Context: an optimization exercise on an open-source flow, tuned for small area, a short achievable clock period and few clock cycles per item. The choices shown serve that exercise and are no tape-out recipe. The RTL was checked by simulation tests, not by an equivalence proof against the original design.

### flow/constraint.sdc
create_clock -name core_clock -period 11.0 [get_ports {clk_i}]
set_input_delay 2.2000 -clock core_clock [delete_from_list [all_inputs] [get_ports {clk_i}]]
set_output_delay 2.2000 -clock core_clock [all_outputs]
set_load 0.01 [all_outputs]
### flow/design.v
`timescale 1ns / 1ps
module vssm_front #(
  parameter int SlotW   = 3,
  parameter int PosW    = 24,
  parameter int GainW   = 16,
  parameter int SampleW = 16
) (
  input  logic                      clk_i,
  input  logic                      rst_ni,
  input  logic                      push_i,
  output logic                      full_o,
  input  logic [1:0]                kind_i,
  input  logic [SlotW-1:0]          slot_i,
  input  logic [PosW-1:0]           wave_length_i,
  input  logic [GainW-1:0]          gain_i,
  input  logic                      repeat_req_i,
  input  logic signed [SampleW-1:0] sample_value_i,
  output logic                      cmd_valid_o,
  output logic [1:0]                cmd_kind_o,
  output logic [SlotW-1:0]          cmd_slot_o,
  output logic [PosW-1:0]           cmd_wave_length_o,
  output logic [GainW-1:0]          cmd_gain_o,
  output logic                      cmd_repeat_o,
  output logic signed [SampleW-1:0] cmd_sample_o,
  input  logic                      cmd_pop_i
);
  localparam logic [1:0] KIND_PLAY   = 2'd0;
  localparam logic [1:0] KIND_STOP   = 2'd1;
  localparam logic [1:0] KIND_SAMPLE = 2'd2;
  localparam int CmdW = 2 + SlotW + PosW + GainW + 1 + SampleW;
  logic [CmdW-1:0] queue_q [2];
  logic            wr_ptr_q, rd_ptr_q;
  logic [1:0]      count_q, count_d;
  logic            do_push, do_pop;
  logic [CmdW-1:0] cmd_in;
  logic [SlotW-1:0]   in_slot;
  logic [PosW-1:0]    in_len;
  logic [GainW-1:0]   in_gain;
  logic               in_rep;
  logic [SampleW-1:0] in_smp;
  assign full_o      = (count_q == 2'd2);
  assign cmd_valid_o = (count_q != 2'd0);
  assign {cmd_kind_o, cmd_slot_o, cmd_wave_length_o, cmd_gain_o, cmd_repeat_o,
          cmd_sample_o} = queue_q[rd_ptr_q];
  assign do_push     = push_i && !full_o;
  assign do_pop      = cmd_pop_i && cmd_valid_o;
  always_comb begin
    in_slot = '0;
    in_len  = '0;
    in_gain = '0;
    in_rep  = 1'b0;
    in_smp  = '0;
    case (kind_i)
      KIND_PLAY: begin
        in_len  = wave_length_i;
        in_gain = gain_i;
        in_rep  = repeat_req_i;
      end
      KIND_STOP: begin
        in_slot = slot_i;
      end
      KIND_SAMPLE: begin
        in_slot = slot_i;
        in_smp  = sample_value_i;
      end
      default: begin
      end
    endcase
    cmd_in = {kind_i, in_slot, in_len, in_gain, in_rep, in_smp};
  end
  always_comb begin
    count_d = count_q;
    if (do_push && !do_pop) begin
      count_d = count_q + 1'b1;
    end else if (do_pop && !do_push) begin
      count_d = count_q - 1'b1;
    end
  end
  always_ff @(posedge clk_i or negedge rst_ni) begin
    if (!rst_ni) begin
      wr_ptr_q <= 1'b0;
      rd_ptr_q <= 1'b0;
      count_q  <= '0;
    end else begin
      count_q <= count_d;
      if (do_push) begin
        wr_ptr_q <= ~wr_ptr_q;
      end
      if (do_pop) begin
        rd_ptr_q <= ~rd_ptr_q;
      end
    end
  end
  always_ff @(posedge clk_i) begin
    if (do_push) begin
      queue_q[wr_ptr_q] <= cmd_in;
    end
  end
endmodule
`timescale 1ns / 1ps
module vssm_back #(
  parameter int Voices  = 8,
  parameter int SlotW   = 3,
  parameter int PosW    = 24,
  parameter int GainW   = 16,
  parameter int SampleW = 16,
  parameter int MixW    = 24,
  parameter int CountW  = 4
) (
  input  logic                      clk_i,
  input  logic                      rst_ni,
  input  logic                      cmd_valid_i,
  input  logic [1:0]                cmd_kind_i,
  input  logic [SlotW-1:0]          cmd_slot_i,
  input  logic [PosW-1:0]           cmd_wave_length_i,
  input  logic [GainW-1:0]          cmd_gain_i,
  input  logic                      cmd_repeat_i,
  input  logic signed [SampleW-1:0] cmd_sample_i,
  output logic                      cmd_pop_o,
  output logic                      empty_o,
  output logic [SlotW-1:0]          slot_out_o,
  output logic                      ok_o,
  output logic [PosW-1:0]           next_position_o,
  output logic                      voice_active_o,
  output logic signed [MixW-1:0]    mix_o,
  output logic [CountW-1:0]         active_voices_o,
  input  logic                      pop_i
);
  localparam int VoiceIdxW = (Voices > 1) ? $clog2(Voices) : 1;
  localparam int ProdW     = SampleW + GainW + 1;
  localparam int ScaledW   = ProdW - 14;
  localparam int SumW      = MixW + 2;
  localparam logic [1:0] KIND_PLAY   = 2'd0;
  localparam logic [1:0] KIND_STOP   = 2'd1;
  localparam logic [1:0] KIND_SAMPLE = 2'd2;
  localparam logic [1:0] KIND_FRAME  = 2'd3;
  localparam logic [SumW-1:0] MixMax = {{(SumW-MixW+1){1'b0}}, {(MixW-1){1'b1}}};
  localparam logic [SumW-1:0] MixMin = {{(SumW-MixW+1){1'b1}}, {(MixW-1){1'b0}}};
  localparam int ResW = SlotW + 1 + PosW + 1 + MixW + CountW;
  logic [PosW-1:0]      voice_len_q    [Voices];
  logic [PosW-1:0]      voice_pos_q    [Voices];
  logic [GainW-1:0]     voice_gain_q   [Voices];
  logic                 voice_repeat_q [Voices];
  logic                 voice_on_q     [Voices];
  logic [VoiceIdxW-1:0] free_stack_q   [Voices];
  logic [CountW-1:0]    free_count_q, free_count_d;
  logic [CountW-1:0]    active_total_q, active_total_d;
  logic signed [MixW-1:0] mix_acc_q, mix_acc_d;
  logic [ResW-1:0]    out_q [2];
  logic               out_wr_q, out_rd_q;
  logic [1:0]         out_cnt_q, out_cnt_d;
  logic               out_pop;
  logic                  go, in_range, hit, in_wave, at_end;
  logic [VoiceIdxW-1:0]  idx, top_idx, alloc_idx;
  logic [CountW-1:0]     count_m1;
  logic [PosW-1:0]       pos_cur, len_cur, pos_new;
  logic                  play_ok, stop_ok, smp_ok, free_it, wrap, add_it, frame, addr_kind;
  logic                  rep_cur;
  logic [GainW-1:0]      gain_cur;
  logic signed [ProdW-1:0]   prod, prod_rnd;
  logic signed [ScaledW-1:0] scaled;
  logic signed [SumW-1:0]    sum, sum_sat;
  logic [SumW-MixW:0]        sum_hi;
  logic [SlotW-1:0]      r_slot;
  logic                  r_ok;
  logic [PosW-1:0]       r_pos;
  logic                  r_active;
  logic [MixW-1:0]       r_mix;
  logic [CountW-1:0]     r_count;
  assign go        = cmd_valid_i && (out_cnt_q != 2'd2);
  assign cmd_pop_o = go;
  assign out_pop   = pop_i && !empty_o;
  assign empty_o   = (out_cnt_q == 2'd0);
  assign {slot_out_o, ok_o, next_position_o, voice_active_o, mix_o, active_voices_o} =
      out_q[out_rd_q];
  assign idx       = cmd_slot_i[VoiceIdxW-1:0];
  assign in_range  = (32'(cmd_slot_i) < 32'(Voices));
  assign hit       = in_range && voice_on_q[idx];
  assign count_m1  = free_count_q - 1'b1;
  assign top_idx   = count_m1[VoiceIdxW-1:0];
  assign alloc_idx = free_stack_q[top_idx];
  assign pos_cur  = voice_pos_q[idx];
  assign len_cur  = voice_len_q[idx];
  assign gain_cur = voice_gain_q[idx];
  assign rep_cur  = voice_repeat_q[idx];
  assign in_wave  = pos_cur < len_cur;
  assign pos_new  = in_wave ? pos_cur + 1'b1 : pos_cur;
  assign at_end   = pos_new >= len_cur;
  assign prod     = $signed({{(ProdW-SampleW){cmd_sample_i[SampleW-1]}}, cmd_sample_i}) *
                    $signed({{(ProdW-GainW){1'b0}}, gain_cur});
  assign prod_rnd = prod + $signed(ProdW'(8192));
  assign scaled   = prod_rnd[ScaledW+13:14];
  assign sum      = $signed({{(SumW-MixW){mix_acc_q[MixW-1]}}, mix_acc_q}) +
                    $signed({{(SumW-ScaledW){scaled[ScaledW-1]}}, scaled});
  assign sum_hi   = sum[SumW-1:MixW-1];
  assign sum_sat  = (!sum[SumW-1] && (sum_hi != '0)) ? MixMax :
                    ((sum[SumW-1] && (sum_hi != '1)) ? MixMin : sum);
  assign addr_kind = (cmd_kind_i == KIND_STOP) || (cmd_kind_i == KIND_SAMPLE);
  assign play_ok   = (cmd_kind_i == KIND_PLAY) && (free_count_q != '0);
  assign stop_ok   = (cmd_kind_i == KIND_STOP) && hit;
  assign smp_ok    = (cmd_kind_i == KIND_SAMPLE) && hit;
  assign free_it   = stop_ok || (smp_ok && at_end && !rep_cur);
  assign wrap      = smp_ok && at_end && rep_cur;
  assign add_it    = smp_ok && in_wave;
  assign frame     = (cmd_kind_i == KIND_FRAME);
  always_comb begin
    active_total_d = active_total_q;
    free_count_d   = free_count_q;
    if (play_ok) begin
      active_total_d = active_total_q + 1'b1;
      free_count_d   = count_m1;
    end else if (free_it) begin
      if (active_total_q != '0) begin
        active_total_d = active_total_q - 1'b1;
      end
      if (32'(free_count_q) < 32'(Voices)) begin
        free_count_d = free_count_q + 1'b1;
      end
    end
    mix_acc_d = mix_acc_q;
    if (frame) begin
      mix_acc_d = '0;
    end else if (add_it) begin
      mix_acc_d = sum_sat[MixW-1:0];
    end
  end
  always_comb begin
    r_slot   = '0;
    r_ok     = play_ok || stop_ok || smp_ok || frame;
    r_pos    = '0;
    r_active = 1'b0;
    r_mix    = '0;
    r_count  = active_total_d;
    if (play_ok) begin
      r_slot   = SlotW'(alloc_idx);
      r_active = 1'b1;
    end else if (addr_kind) begin
      r_slot = cmd_slot_i;
      if (in_range) begin
        if (free_it || wrap) begin
          r_pos = '0;
        end else if (smp_ok) begin
          r_pos = pos_new;
        end else begin
          r_pos = pos_cur;
        end
        r_active = hit && !free_it;
      end
    end else if (frame) begin
      r_mix = mix_acc_q;
    end
  end
  always_ff @(posedge clk_i or negedge rst_ni) begin
    if (!rst_ni) begin
      for (int i = 0; i < Voices; i++) begin
        voice_len_q[i]    <= '0;
        voice_pos_q[i]    <= '0;
        voice_gain_q[i]   <= '0;
        voice_repeat_q[i] <= 1'b0;
        voice_on_q[i]     <= 1'b0;
        free_stack_q[i]   <= VoiceIdxW'(Voices - 1 - i);
      end
      free_count_q   <= CountW'(Voices);
      active_total_q <= '0;
      mix_acc_q      <= '0;
    end else if (go) begin
      free_count_q   <= free_count_d;
      active_total_q <= active_total_d;
      mix_acc_q      <= mix_acc_d;
      if (play_ok) begin
        voice_len_q[alloc_idx]    <= cmd_wave_length_i;
        voice_pos_q[alloc_idx]    <= '0;
        voice_gain_q[alloc_idx]   <= cmd_gain_i;
        voice_repeat_q[alloc_idx] <= cmd_repeat_i;
        voice_on_q[alloc_idx]     <= 1'b1;
      end else if (free_it) begin
        if (32'(free_count_q) < 32'(Voices)) begin
          free_stack_q[free_count_q[VoiceIdxW-1:0]] <= idx;
        end
        voice_len_q[idx]    <= '0;
        voice_pos_q[idx]    <= '0;
        voice_gain_q[idx]   <= '0;
        voice_repeat_q[idx] <= 1'b0;
        voice_on_q[idx]     <= 1'b0;
      end else if (smp_ok) begin
        voice_pos_q[idx] <= wrap ? '0 : pos_new;
      end
    end
  end
  always_comb begin
    out_cnt_d = out_cnt_q;
    if (go && !out_pop) begin
      out_cnt_d = out_cnt_q + 1'b1;
    end else if (out_pop && !go) begin
      out_cnt_d = out_cnt_q - 1'b1;
    end
  end
  always_ff @(posedge clk_i or negedge rst_ni) begin
    if (!rst_ni) begin
      out_wr_q  <= 1'b0;
      out_rd_q  <= 1'b0;
      out_cnt_q <= '0;
    end else begin
      out_cnt_q <= out_cnt_d;
      if (go) begin
        out_wr_q <= ~out_wr_q;
      end
      if (out_pop) begin
        out_rd_q <= ~out_rd_q;
      end
    end
  end
  always_ff @(posedge clk_i) begin
    if (go) begin
      out_q[out_wr_q] <= {r_slot, r_ok, r_pos, r_active, r_mix, r_count};
    end
  end
endmodule
`timescale 1ns / 1ps
module voice_slot_sample_mixer (
  input  logic                clk_i,
  input  logic                rst_ni,
  input  logic                push,
  output logic                full,
  input  logic [1:0]          kind_i,
  input  logic [2:0]          slot_i,
  input  logic [23:0]         wave_length_i,
  input  logic [15:0]         gain_i,
  input  logic                repeat_req_i,
  input  logic signed [15:0]  sample_value_i,
  output logic                empty,
  input  logic                pop,
  output logic [2:0]          slot_out_o,
  output logic                ok_o,
  output logic [23:0]         next_position_o,
  output logic                voice_active_o,
  output logic signed [23:0]  mix_o,
  output logic [3:0]          active_voices_o
);
  logic               cmd_valid, cmd_pop;
  logic [1:0]         cmd_kind;
  logic [2:0]         cmd_slot;
  logic [23:0]        cmd_wave_length;
  logic [15:0]        cmd_gain;
  logic               cmd_repeat;
  logic signed [15:0] cmd_sample;
  vssm_front u_front (
    .clk_i             (clk_i),
    .rst_ni            (rst_ni),
    .push_i            (push),
    .full_o            (full),
    .kind_i            (kind_i),
    .slot_i            (slot_i),
    .wave_length_i     (wave_length_i),
    .gain_i            (gain_i),
    .repeat_req_i      (repeat_req_i),
    .sample_value_i    (sample_value_i),
    .cmd_valid_o       (cmd_valid),
    .cmd_kind_o        (cmd_kind),
    .cmd_slot_o        (cmd_slot),
    .cmd_wave_length_o (cmd_wave_length),
    .cmd_gain_o        (cmd_gain),
    .cmd_repeat_o      (cmd_repeat),
    .cmd_sample_o      (cmd_sample),
    .cmd_pop_i         (cmd_pop)
  );
  vssm_back u_back (
    .clk_i             (clk_i),
    .rst_ni            (rst_ni),
    .cmd_valid_i       (cmd_valid),
    .cmd_kind_i        (cmd_kind),
    .cmd_slot_i        (cmd_slot),
    .cmd_wave_length_i (cmd_wave_length),
    .cmd_gain_i        (cmd_gain),
    .cmd_repeat_i      (cmd_repeat),
    .cmd_sample_i      (cmd_sample),
    .cmd_pop_o         (cmd_pop),
    .empty_o           (empty),
    .slot_out_o        (slot_out_o),
    .ok_o              (ok_o),
    .next_position_o   (next_position_o),
    .voice_active_o    (voice_active_o),
    .mix_o             (mix_o),
    .active_voices_o   (active_voices_o),
    .pop_i             (pop)
  );
endmodule
### flow/run.sh
#!/bin/bash
# synth_recipe.tcl (not shown) runs the flow's synth.tcl, then flattens the netlist and writes it again
# the make line also repeats each setting of config.mk as NAME=value (left out here)
make -C /OpenROAD-flow-scripts/flow DESIGN_CONFIG=/design/flow/config.mk WORK_HOME=/design/flow/orfs CLKGATE_MAP_FILE= SYNTH_SCRIPT=/design/flow/synth_recipe.tcl finish
### flow/config.mk
export PLATFORM = sky130hd
export DESIGN_NAME = voice_slot_sample_mixer
export DESIGN_NICKNAME = voice_slot_sample_mixer
export VERILOG_FILES = /design/flow/design.v
export SDC_FILE = /design/flow/constraint.sdc
export NUM_CORES = 4
export LEC_CHECK = 0
export ABC_CLOCK_PERIOD_IN_PS = 8000
export CAP_MARGIN = 20
export CORE_MARGIN = 2
export CORE_UTILIZATION = 40
export SETUP_SLACK_MARGIN = 0.3
export SLEW_MARGIN = 20
==> summary.txt <==
[worst max-delay path, delay by kind of cell, from the launching register on]
family          cells  cell delay (ns)
simple gates        4             1.01
xor+xnor            2             0.30
compound gates     12             2.82
fa+ha+maj           9             3.84
buf+inv             8             0.90
mux                 2             0.84
flops               1             0.53
[logic make-up (layout without fill, tap and decap cells)]
logic type      Yosys count  after routing  synth area share
buf+inv                 580            776            0.0486
compound gates         1042           1042             0.158
flops                   830            830             0.462
fa+ha+maj               430            430             0.143
mux                     248            249            0.0633
simple gates           1150           1150             0.109
other cells               0              1                 0
xor+xnor                 90             91            0.0167
[per-stage QoR]
stage | utilization | area (um2) | hold WS, ns | instances | setup WS, ns
3_3_place_gp | 0.433 | 51000 | 0.456 | 5915 | 0.170
4_1_cts | 0.459 | 54100 | 0.479 | 6082 | 0.329
2_1_floorplan | - | 47600 | 0.442 | 4370 | 0.300
5_1_grt | 0.462 | 54500 | 0.500 | 6104 | 0.197
3_5_place_dp | 0.433 | 51000 | 0.466 | 5915 | 0.0334
6_report | 0.462 | 54500 | 0.475 | 6105 | 0.611
[final cells by class]
| type | count | share of cell area |
|---|---|---|
| clock inverter | 35 | 0.00639 |
| inverter | 325 | 0.0224 |
| tap | 1536 | 0.0353 |
| multi-input combinational | 2962 | 0.436 |
| antenna | 1 | 0.0000459 |
| clock buffer | 129 | 0.0488 |
| timing repair buffer | 287 | 0.0473 |
| sequential | 830 | 0.404 |
[state kept, by name, summed over array words and instances (netlist names), 4 cells and up]
name and count:
u_back.free_stack_q 24, u_back.out_q 114, u_back.voice_gain_q 128, u_back.free_count_q 4, u_back.active_total_q 4, u_back.mix_acc_q 24
u_back.voice_repeat_q 8, u_front.queue_q 124, u_back.voice_on_q 8, u_back.voice_len_q 192, u_back.voice_pos_q 192
[path summary, 6_finish.rpt]
check                                                from                         to  cells after the start
worst max-delay path                     u_front.rd_ptr_q        u_back.mix_acc_q[5]                     37
max in group asynchronous                          rst_ni            u_back.out_rd_q                      3
worst max register to register           u_front.rd_ptr_q        u_back.mix_acc_q[5]                     37
min in group asynchronous                          rst_ni   u_back.voice_len_q[6][5]                      1
worst min register to register  u_back.voice_pos_q[4][22]  u_back.voice_pos_q[4][22]                      2
worst min-delay path            u_back.voice_pos_q[4][22]  u_back.voice_pos_q[4][22]                      2
[synth_stat cells, types with 33 or more instances]
| cell | count | area [um2] |
|---|---|---|
| sky130_fd_sc_hd__dfrtp_1 | 579 | 14500 |
| sky130_fd_sc_hd__nand2_1 | 494 | 1850 |
| sky130_fd_sc_hd__a22o_1 | 344 | 3010 |
| sky130_fd_sc_hd__inv_1 | 324 | 1220 |
| sky130_fd_sc_hd__nor2_1 | 320 | 1200 |
| sky130_fd_sc_hd__edfxtp_1 | 238 | 7150 |
| sky130_fd_sc_hd__o21ai_0 | 214 | 1070 |
| sky130_fd_sc_hd__ha_1 | 212 | 2650 |
| sky130_fd_sc_hd__fa_1 | 195 | 3900 |
| sky130_fd_sc_hd__clkbuf_1 | 164 | 616 |
| sky130_fd_sc_hd__mux2_2 | 134 | 1510 |
| sky130_fd_sc_hd__a21oi_1 | 123 | 616 |
| sky130_fd_sc_hd__and2_1 | 107 | 669 |
| sky130_fd_sc_hd__mux2i_1 | 82 | 821 |
| sky130_fd_sc_hd__nand3_1 | 62 | 310 |
| sky130_fd_sc_hd__xnor2_1 | 58 | 508 |
| sky130_fd_sc_hd__o21ai_1 | 46 | 230 |
| sky130_fd_sc_hd__buf_2 | 45 | 225 |
| sky130_fd_sc_hd__nor3_1 | 39 | 195 |
| sky130_fd_sc_hd__a21o_1 | 33 | 248 |
[metal layers]
layer / up-vias / wire, um / global-route usage / share of wire
met2: 1433 / 60400 / 0.336 / 0.43
met1: 17600 / 64300 / 0.338 / 0.46
li1: 15700 / - / - / -
met3: 235 / 11700 / 0.0459 / 0.084
met4: 0 / 3880 / 0.0654 / 0.028
met5: - / 0 / 0 / 0
[timing repair]
item	in CTS	in global routing
hold buffers	0	0
gates cloned	0	4
resized for setup	8	28
endpoints found under the setup margin	23	24
pin swaps	0	5
buffers inserted	3	18
==> summary.txt <==
----------------------------------------------------
[Clocking]
  Clock latency on the worst-skew pair ... 0.67 ns
  Maximum clock path buffer count ... 3
  Clk root buf ... sky130_fd_sc_hd__clkbuf_16
  Register clock-pin slew on the reported worst setup and hold paths ... 0.06 ns
  Clock Sinks ... 830
  Number of buffers created by CTS ... 90
  H-tree level count ... 3
  CTS tree ... done

[STA]
  # setup viols final ... 0
  Fmax achieved ... 0.0963 GHz
  Tmin final ... 10.39 ns
  Final count of hold timing violations ... 0
  Max-slew headroom ... 0.213
  Summed negative setup slack over all endpoints ... 0 ns
  Tightest Pin Transition ... 1.18 ns
  Max Slew Vio Count ... 0
  Unrepaired setup endpoints after global routing ... no
  Period utilisation layout ... 0.944
  Clk_skew ... 0.0298 ns

[Route]
  Via density ... 5.73
  Count of routing violations after the opening detailed-route iteration ... 3,506
  Total Routed Length ... 140 mm
  Routed length per instance ... 23.0 um
  Total iterations of the first detailed-routing run ... 5
  Post-DRT Antenna Nets ... 0
  Remaining routing DRC violations ... 0
  Total number of vias ... 35,000

[Synthesis]
  Cell count after synthesis ... 4,370
  Register area share after synthesis ... 0.462
  Post-synth EDFFs ... 238
  Mapped Area ... 0.0475 mm2
  Proportion of register bits with asynchronous set or reset after synthesis ... 0.713
  #FFs+latches synth ... 830
  Synth warnings ... 8
  Number of nets produced by synthesis ... 4,843
  Post-synthesis area per instance ... 10.9 um2
  Yosys cell types ... 95
  Most used flip-flop cell after synthesis ... sky130_fd_sc_hd__dfrtp_1

[GRT]
  Number of global-route vias before repair ... 34,500
  Overflow left after global routing ... 0
  Global-route wire length before repair ... 214 mm
  Antenna violations before repair ... 1
  Pin count of the biggest net entering global routing ... 165
  GRT Resource Usage Total ... 0.228

[Place]
  HPWL after DPL ... 92.1 mm
  Placer Congestion ... 0.911
  Quantity of I/O buffers inserted on ports ... 124

[Critical path]
  Data required time at the worst endpoint ... 11.54 ns
  Start-to-end type of the worst setup path ... reg -> reg
  Critical path endpoint category ... flop
  Startpoint type of the worst setup path ... flop
  Largest driver fanout on the critical path ... 12
  Register-to-Register Setup Slack ... 0.61 ns
  Cell with the largest stage delay on the worst path ... sky130_fd_sc_hd__fa_1
  Most used cell, CP ... sky130_fd_sc_hd__fa_1
  Data arrival, critical path ... 10.93 ns
  Worst stage delay on the critical path ... 0.57 ns

[Cells and area]
  Share of layout cells above drive strength 1 ... 0.127
  Most frequent standard cell in the layout excluding fill and tap cells ... sky130_fd_sc_hd__dfrtp_1
  Area Growth Syn to Fin ... 14.6%
  Combined flip-flop and latch cell area ... 0.0220 mm2
  Leading cell types in the layout, fill and taps excluded ... sky130_fd_sc_hd__dfrtp_1 (577), sky130_fd_sc_hd__nand2_1 (492), sky130_fd_sc_hd__a22o_1 (344)
  Multi-input logic area ... 0.0238 mm2
  Count of filler cells inserted in the layout ... 10,900
  Post-layout net count ... 4,969

[Die]
  Core Footprint ... 0.118 mm2
  Starting Density ... 0.403
  Top-level port count ... 125
  Die height ... 349 um
  Horizontal die dimension ... 349 um
  Die area ... 0.122 mm2
  Number of placement rows ... 126

[Worst hold path]
  HP Class ... reg -> reg

[Flow run]
  Total of max-cap violations ... 0

[Status]
  Run status ... complete, no violations

----------------------------------------------------
Testbench counts, summed over its fixed seeds: cycles 12,016, items 12,000.

==> afterwards: timing with drivers on the ports <==
The results above use ideal ports. As a check the final layout listed here was re-extracted and re-timed, cells and wires unchanged.
Step 1: set_driving_cell puts a clkbuf_16 on clk_i and a buf_2 on each other input, an assumption about the parent block.
Step 2 times the ports against the registers' clock, not the clock port: input delays grow and output delays shrink by t, the midpoint of the rising clock arrivals with the driver on.
Three values: ideal ports, drivers, drivers and shift; two values: the first two.
t (ns): 0.726
setup WS [ns]: 0.611 / 0.611 / 0.611
worst setup path at the end: register to register
worst register clock-pin slew, ns: 0.07 / 0.07
After both steps setup and hold are still met in this run. For this run, drivers alone change the setup slack by 0.000 ns; drivers and shift together by 0.000 ns.
